What follows belongs to an exercise in optimizing a design on an open flow for small area, a short achievable clock period and few clock cycles per item; a production flow would make more cautious choices.
In this exercise RTL edits were held to simulation tests only and were not proved equivalent to the original.

### flow/config.mk
export PLATFORM = sky130hd
export DESIGN_NAME = muldiv_seq
export DESIGN_NICKNAME = muldiv_seq
export VERILOG_FILES = /design/flow/design.v
export SDC_FILE = /design/flow/constraint.sdc
export NUM_CORES = 4
export LEC_CHECK = 0
export CAP_MARGIN = 20
export CORE_MARGIN = 2
export CORE_UTILIZATION = 40
export SLEW_MARGIN = 20
### flow/constraint.sdc
create_clock -name core_clock -period 12.0 [get_ports {clk}]
set_input_delay 2.4000 -clock core_clock [delete_from_list [all_inputs] [get_ports {clk}]]
set_output_delay 2.4000 -clock core_clock [all_outputs]
set_load 0.01 [all_outputs]
### flow/design.v
package muldiv_pkg;
    localparam int XLEN_DEFAULT = 32;
    typedef enum logic [2:0] {
        OP_MUL    = 3'b000,
        OP_MULH   = 3'b001,
        OP_MULHSU = 3'b010,
        OP_MULHU  = 3'b011,
        OP_DIV    = 3'b100,
        OP_DIVU   = 3'b101,
        OP_REM    = 3'b110,
        OP_REMU   = 3'b111
    } op_e;
    typedef enum logic [4:0] {
        S_IDLE = 5'b100_00,
        S_MUL  = 5'b010_00,
        S_DIV  = 5'b010_01,
        S_FIX  = 5'b010_10,
        S_DONE = 5'b101_00
    } state_e;
    function automatic logic is_div(input logic [2:0] op);
        is_div = op[2];
    endfunction
    function automatic logic is_rem(input logic [2:0] op);
        is_rem = (op == 3'b110) || (op == 3'b111);
    endfunction
    function automatic logic is_signed_a(input logic [2:0] op);
        is_signed_a = (op == 3'b000) || (op == 3'b001) || (op == 3'b010) ||
                      (op == 3'b100) || (op == 3'b110);
    endfunction
    function automatic logic is_signed_b(input logic [2:0] op);
        is_signed_b = (op == 3'b000) || (op == 3'b001) || (op == 3'b100) || (op == 3'b110);
    endfunction
endpackage
module muldiv_div_step #(
    parameter int XLEN = 32
) (
    input  logic [XLEN-1:0] rem,
    input  logic [XLEN-1:0] quo,
    input  logic [XLEN-1:0] divisor,
    output logic [XLEN-1:0] rem_next,
    output logic [XLEN-1:0] quo_next
);
    logic [XLEN:0]   shifted;
    logic [XLEN+1:0] trial;
    logic            borrow;
    assign shifted = {rem, quo[XLEN-1]};
    assign trial   = {1'b0, shifted} - {2'b00, divisor};
    assign borrow  = trial[XLEN+1];
    assign rem_next = borrow ? XLEN'(shifted) : XLEN'(trial);
    assign quo_next = {quo[XLEN-2:0], ~borrow};
endmodule
module muldiv_seq #(
    parameter int XLEN        = muldiv_pkg::XLEN_DEFAULT,
    parameter int MUL_LATENCY = 1
) (
    input  logic            clk,
    input  logic            rst,
    input  logic            start,
    input  logic [2:0]      op,
    input  logic [XLEN-1:0] rs1,
    input  logic [XLEN-1:0] rs2,
    input  logic            flush,
    output logic            ready,
    output logic            busy,
    output logic            done,
    output logic [XLEN-1:0] result
);
    localparam int CNT_MAX = (XLEN > MUL_LATENCY) ? XLEN : MUL_LATENCY;
    localparam int CNT_W   = $clog2(CNT_MAX + 1);
    localparam logic [CNT_W-1:0] CNT_ONE = CNT_W'(1);
    muldiv_pkg::state_e            state;
    logic [CNT_W-1:0]  cnt;
    muldiv_pkg::op_e               op_q;
    logic [XLEN-1:0]   a_q, b_q, rem_q;
    logic              a_neg, b_neg;
    muldiv_pkg::op_e               op_in;
    logic              a_neg_in, b_neg_in, div_zero, div_ovf;
    logic [XLEN-1:0]   special_res, mul_res, div_res, rem_n, quo_n;
    logic [2*XLEN-1:0] prod_comb, prod_tail;
    assign op_in    = muldiv_pkg::op_e'(op);
    assign a_neg_in = muldiv_pkg::is_signed_a(op_in) & rs1[XLEN-1];
    assign b_neg_in = muldiv_pkg::is_signed_b(op_in) & rs2[XLEN-1];
    assign div_zero = (rs2 == '0);
    assign div_ovf  = muldiv_pkg::is_signed_a(op_in) & (rs1 == {1'b1, {(XLEN-1){1'b0}}}) & (&rs2);
    always_comb begin
        if (div_zero) special_res = muldiv_pkg::is_rem(op_in) ? rs1 : '1;
        else          special_res = muldiv_pkg::is_rem(op_in) ? '0  : rs1;
    end
    assign prod_comb = {{XLEN{a_neg}}, a_q} * {{XLEN{b_neg}}, b_q};
    generate
        if (MUL_LATENCY == 1) begin : g_no_pipe
            assign prod_tail = prod_comb;
        end else begin : g_pipe
            logic [2*XLEN-1:0] pipe_q [MUL_LATENCY-1];
            always_ff @(posedge clk) begin
                pipe_q[0] <= prod_comb;
                for (int i = 1; i < MUL_LATENCY - 1; i++) pipe_q[i] <= pipe_q[i-1];
            end
            assign prod_tail = pipe_q[MUL_LATENCY-2];
        end
    endgenerate
    assign mul_res = (op_q == muldiv_pkg::OP_MUL) ? prod_tail[XLEN-1:0] : prod_tail[2*XLEN-1:XLEN];
    assign div_res = muldiv_pkg::is_rem(op_q) ? (a_neg ? -rem_q : rem_q)
                                  : ((a_neg ^ b_neg) ? -a_q : a_q);
    muldiv_div_step #(.XLEN(XLEN)) u_step (
        .rem      (rem_q),
        .quo      (a_q),
        .divisor  (b_q),
        .rem_next (rem_n),
        .quo_next (quo_n)
    );
    always_ff @(posedge clk) begin
        if (rst) begin
            state  <= muldiv_pkg::S_IDLE;
            cnt    <= '0;
            result <= '0;
        end else if (flush) begin
            state <= muldiv_pkg::S_IDLE;
            cnt   <= '0;
        end else begin
            unique case (state)
                muldiv_pkg::S_IDLE, muldiv_pkg::S_DONE: begin
                    if (start) begin
                        op_q  <= op_in;
                        a_neg <= a_neg_in;
                        b_neg <= b_neg_in;
                        rem_q <= '0;
                        if (!muldiv_pkg::is_div(op_in)) begin
                            state <= muldiv_pkg::S_MUL;
                            cnt   <= CNT_W'(MUL_LATENCY);
                            a_q   <= rs1;
                            b_q   <= rs2;
                        end else if (div_zero || div_ovf) begin
                            state  <= muldiv_pkg::S_DONE;
                            result <= special_res;
                        end else begin
                            state <= muldiv_pkg::S_DIV;
                            cnt   <= CNT_W'(XLEN);
                            a_q   <= a_neg_in ? -rs1 : rs1;
                            b_q   <= b_neg_in ? -rs2 : rs2;
                        end
                    end else begin
                        state <= muldiv_pkg::S_IDLE;
                    end
                end
                muldiv_pkg::S_MUL: begin
                    cnt <= cnt - CNT_ONE;
                    if (cnt == CNT_ONE) begin
                        state  <= muldiv_pkg::S_DONE;
                        result <= mul_res;
                    end
                end
                muldiv_pkg::S_DIV: begin
                    a_q   <= quo_n;
                    rem_q <= rem_n;
                    cnt   <= cnt - CNT_ONE;
                    if (cnt == CNT_ONE) state <= muldiv_pkg::S_FIX;
                end
                muldiv_pkg::S_FIX: begin
                    state  <= muldiv_pkg::S_DONE;
                    result <= div_res;
                end
                default: state <= muldiv_pkg::S_IDLE;
            endcase
        end
    end
    assign ready = state[4];
    assign busy  = state[3];
    assign done  = state[2];
endmodule
### flow/run.sh
#!/bin/bash
# synth_recipe.tcl (not shown) runs the flow's synth.tcl, then flattens the netlist and writes it again
# the make line also repeats each setting of config.mk as NAME=value (left out here)
make -C /OpenROAD-flow-scripts/flow DESIGN_CONFIG=/design/flow/config.mk WORK_HOME=/design/flow/orfs CLKGATE_MAP_FILE= SYNTH_SCRIPT=/design/flow/synth_recipe.tcl finish
==> notes.md <==
-- Yosys cell counts, types with 15 or more instances --
cell type     n  area, um^2
fa_1       1126       22500
a31oi_1      25         156
a211oi_1     30         225
edfxtp_1    101        3030
and2_1      461        2880
nand2b_1     20         125
xnor2_1     124        1090
o41ai_1      20         175
o21bai_1     15         113
a21o_1       29         218
nand4_1      27         169
nand3_1      33         165
ha_1        252        3150
o31ai_1      24         180
mux2i_1      23         230
a21oi_1     176         881
nor2b_1      32         200
inv_1      1190        4470
nor4_1       19         119
clkbuf_1    287        1080
buf_1        19        71.3
nor2_1      241         905
xor2_1       89         780
o21a_1       16         120
dfxtp_1      43         861
nor3_1       62         310
and3_1       17         106
o22ai_1      29         181
o21ai_0     143         716
nand2_1     700        2630
-- metrics by stage --
stage	hold WS [ps]	setup WS, ps	instance area [um^2]	instances
after floorplan	450	3590	49100	5531
after global placement	475	2240	51700	7038
after detailed placement	477	2250	51700	7038
after CTS	494	2190	52400	7070
after global routing	522	1860	52400	7072
final	497	2200	52400	7073
-- per-layer routing --
layer  GRT usage  vias up  wire, um
met4       0.113        4      8170
li1            -    16500         -
met5           0        -        14
met1       0.364    19700     67400
met2       0.423     1679     74000
met3      0.0378      275     12900
-- worst register-to-register path, cell delays in order (launching register included) --
cell and delay, ps:
edfxtp_1 1050, and2_1 270, fa_1 510, fa_1 630, fa_1 660, fa_1 860
inv_1 390, fa_1 600, inv_1 60, fa_1 490, fa_1 490, inv_1 50
fa_1 480, inv_1 40, ha_1 440, nand2_1 180, o221a_2 320, o21ai_0 350
nor2_1 90, a21oi_1 600, o221ai_1 390, o21ai_0 310, o221ai_1 190, a211oi_1 270
-- worst min path at each step --
stage	start	endpoint	slack (ps)	cells after the start
2_1_floorplan	cnt[4]	cnt[4]	450	1
3_3_place_gp	cnt[4]	cnt[4]	470	1
3_5_place_dp	cnt[4]	cnt[4]	480	1
4_1_cts	result[0]	result[0]	490	2
5_1_grt	cnt[4]	cnt[4]	520	1
6_report	result[0]	result[0]	500	2
-- sequential cells by signal (all words and copies together) (netlist names) --
register and count:
b_neg 1, b_q 32, a_neg 1, op_q 3, a_q 32, result 32, rem_q 32, state 5
cnt 6
-- final cells by class --
type | instances | area (um^2)
Fill cell | 12000 | 69500
Inverter | 1192 | 4470
Antenna cell | 1 | 2.50
Clock buffer | 18 | 450
Tap cell | 1625 | 2030
Sequential cell | 144 | 3890
Multi-Input combinational cell | 3877 | 39600
Timing Repair Buffer | 202 | 1790
Clock inverter | 14 | 185
-- kinds of logic (layout without fill, tap and decap cells) --
family                     Yosys count  count (layout)  synth area share
AOI/OAI and AO/OA                  596             596            0.0755
xor gates and xnor gates           213             213            0.0380
adders and majority gates         1378            1378             0.523
buffers and inverters             1510            1426             0.116
DFF                                144             144            0.0793
muxes                               23              23           0.00469
other                                0               1                 0
and+or+nand+nor                   1667            1667             0.164
-- layout by cell type, fill, tap and decap left out, drive strengths merged, types with 31 or more instances in the layout --
master	instances
edfxtp	101
buf	97
o21ai	151
nand2	700
xor2	89
a21oi	176
ha	252
nor2	241
fa	1126
xnor2	124
nor3	62
and2	462
dfxtp	43
a211oi	31
inv	1199
nor2b	32
clkdlybuf4s50	105
nand3	33
==> flow_metrics.tcl <==
set metrics [dict create \
    cp-start-kind "register" \
    gp_congestion 0.994 \
    syn_inst 5531 \
    synth-edff-count 101 \
    finalCritPeriodShare 0.817 \
    setup_viol 0 \
    via_count 38200 \
    cpMostUsedCell "fa_1" \
    final_nets 6883 \
    finalHoldViolations 0 \
    die_w_um 354 \
    drv_cap 0 \
    drc 0 \
    cp.arrival_ps 10160 \
    cts_htree_levels 4 \
    synth.avg_cell_area_um2 8.88 \
    post_cts_resize_count 0 \
    final_core_util 0.430 \
    ys_types 71 \
    hold_path_class "register to register" \
    numCtsBuffers 17 \
    async_flop_share 0 \
    ys_warn_count 1 \
    rows 128 \
    dr.first_iter.drc_count 3494 \
    cts_setup_buffers 0 \
    antenna_found_initial 4 \
    die_h_um 354 \
    postCtsHoldBufs 0 \
    grt_max_degree 64 \
    hpwlAfterDp_um 133000 \
    ys_seq_area_frac 0.0793 \
    crit_fanout 31 \
    outcome "complete, no violations" \
    cts_tree "done" \
    path_buf_inv 4 \
    start_util 0.403 \
    path_depth 23 \
    rsz0062_at_grt "false" \
    cts_buffer_depth 2 \
    critical_path.top_delay_family "adder cells" \
    core_area_mm2 0.122 \
    grt_pass1_vias 40400 \
    max_freq_mhz 102 \
    r2r_start "b_q[2]" \
    worstReg2RegEnd "result[29]" \
    wl_um 163000 \
    insertion_delay_ps 480 \
    finalSetupTns_ps 0 \
    syn_nets 6980 \
    mappedNetlistArea_mm2 0.0491 \
    dr.pass1.iters 6 \
    endpoint "result[29]" \
    final_antenna_net_count 0 \
    endpoint_kind "register" \
    grtUsageTotal 0.266 \
    dieArea_mm2 0.126 \
    crit_slowest_cell "edfxtp_1" \
    r2r_slack_ps 2200 \
    grt_remaining_overflow 0 \
    finClkSkew_ps 39.0 \
    area_delta_synth_final_pct 6.72 \
    ff2ff_path_depth 23 \
    critical_path_class "register to register" \
    slew_headroom 0.200 \
    wl_per_cell_um 23.0 \
    ys.flop_type "edfxtp_1" \
    finalCriticalPeriod_ps 9800 \
    cts_sinks 144 \
    synth_seq_cells 144 \
    portBuffers 105 \
    avgViaCountPerCell 5.40 \
    maxSlewViolCount 0 \
    clkSlewWorstSetupHoldPaths_ps 80 \
    worstPathCellList "and2_1 > fa_1 > fa_1 > fa_1 > fa_1 > inv_1 > fa_1 > inv_1 > fa_1 > fa_1 > inv_1 > fa_1 > inv_1 > ha_1 > nand2_1 > o221a_2 > o21ai_0 > nor2_1 > a21oi_1 > o221ai_1 > o21ai_0 > o221ai_1 > a211oi_1" \
    grt_first_pass_wirelength_um 251000 \
    drive_gt1_frac 0.0283 \
    slowest_delay_ps 1050 \
    startpoint "b_q[2]" \
    root_buffer "clkbuf_16" \
    max_slew.worst_pin.slew_ps 1200 \
    num_io_pins 106 \
    cp_data_required_time_ps 12360 \
]
Testbench counts, summed over its fixed seeds: cycles 64,020, ops 4,000.

[separate check: timing with driven ports]
In the flow no input, the clock included, has a driving cell. The finished layout below was timed again as built, in two steps.
Step 1: set_driving_cell puts a clkbuf_16 on clk and a buf_2 on each other input, an assumption about the parent block.
Step 2 adds t to the input delays and takes it off the output delays; t is the mean of the earliest and latest rising clock arrival at the registers after step 1. Input paths then give back, and output paths get back, about the clock's delay inside the block.
a / b / c = ideal ports / drivers / drivers and shift; a / b = the first two.
t (ns): 0.532
setup WS [ns]: 2.200 / 2.200 / 2.200
worst setup path at the end: register to register
worst slew at a driven data input, ns: 0.10
cell pins on the clock port's net: 1
After both steps this run still meets setup and hold. The setup slack of this run moves by 0.000 ns with the drivers and by 0.000 ns with both steps.
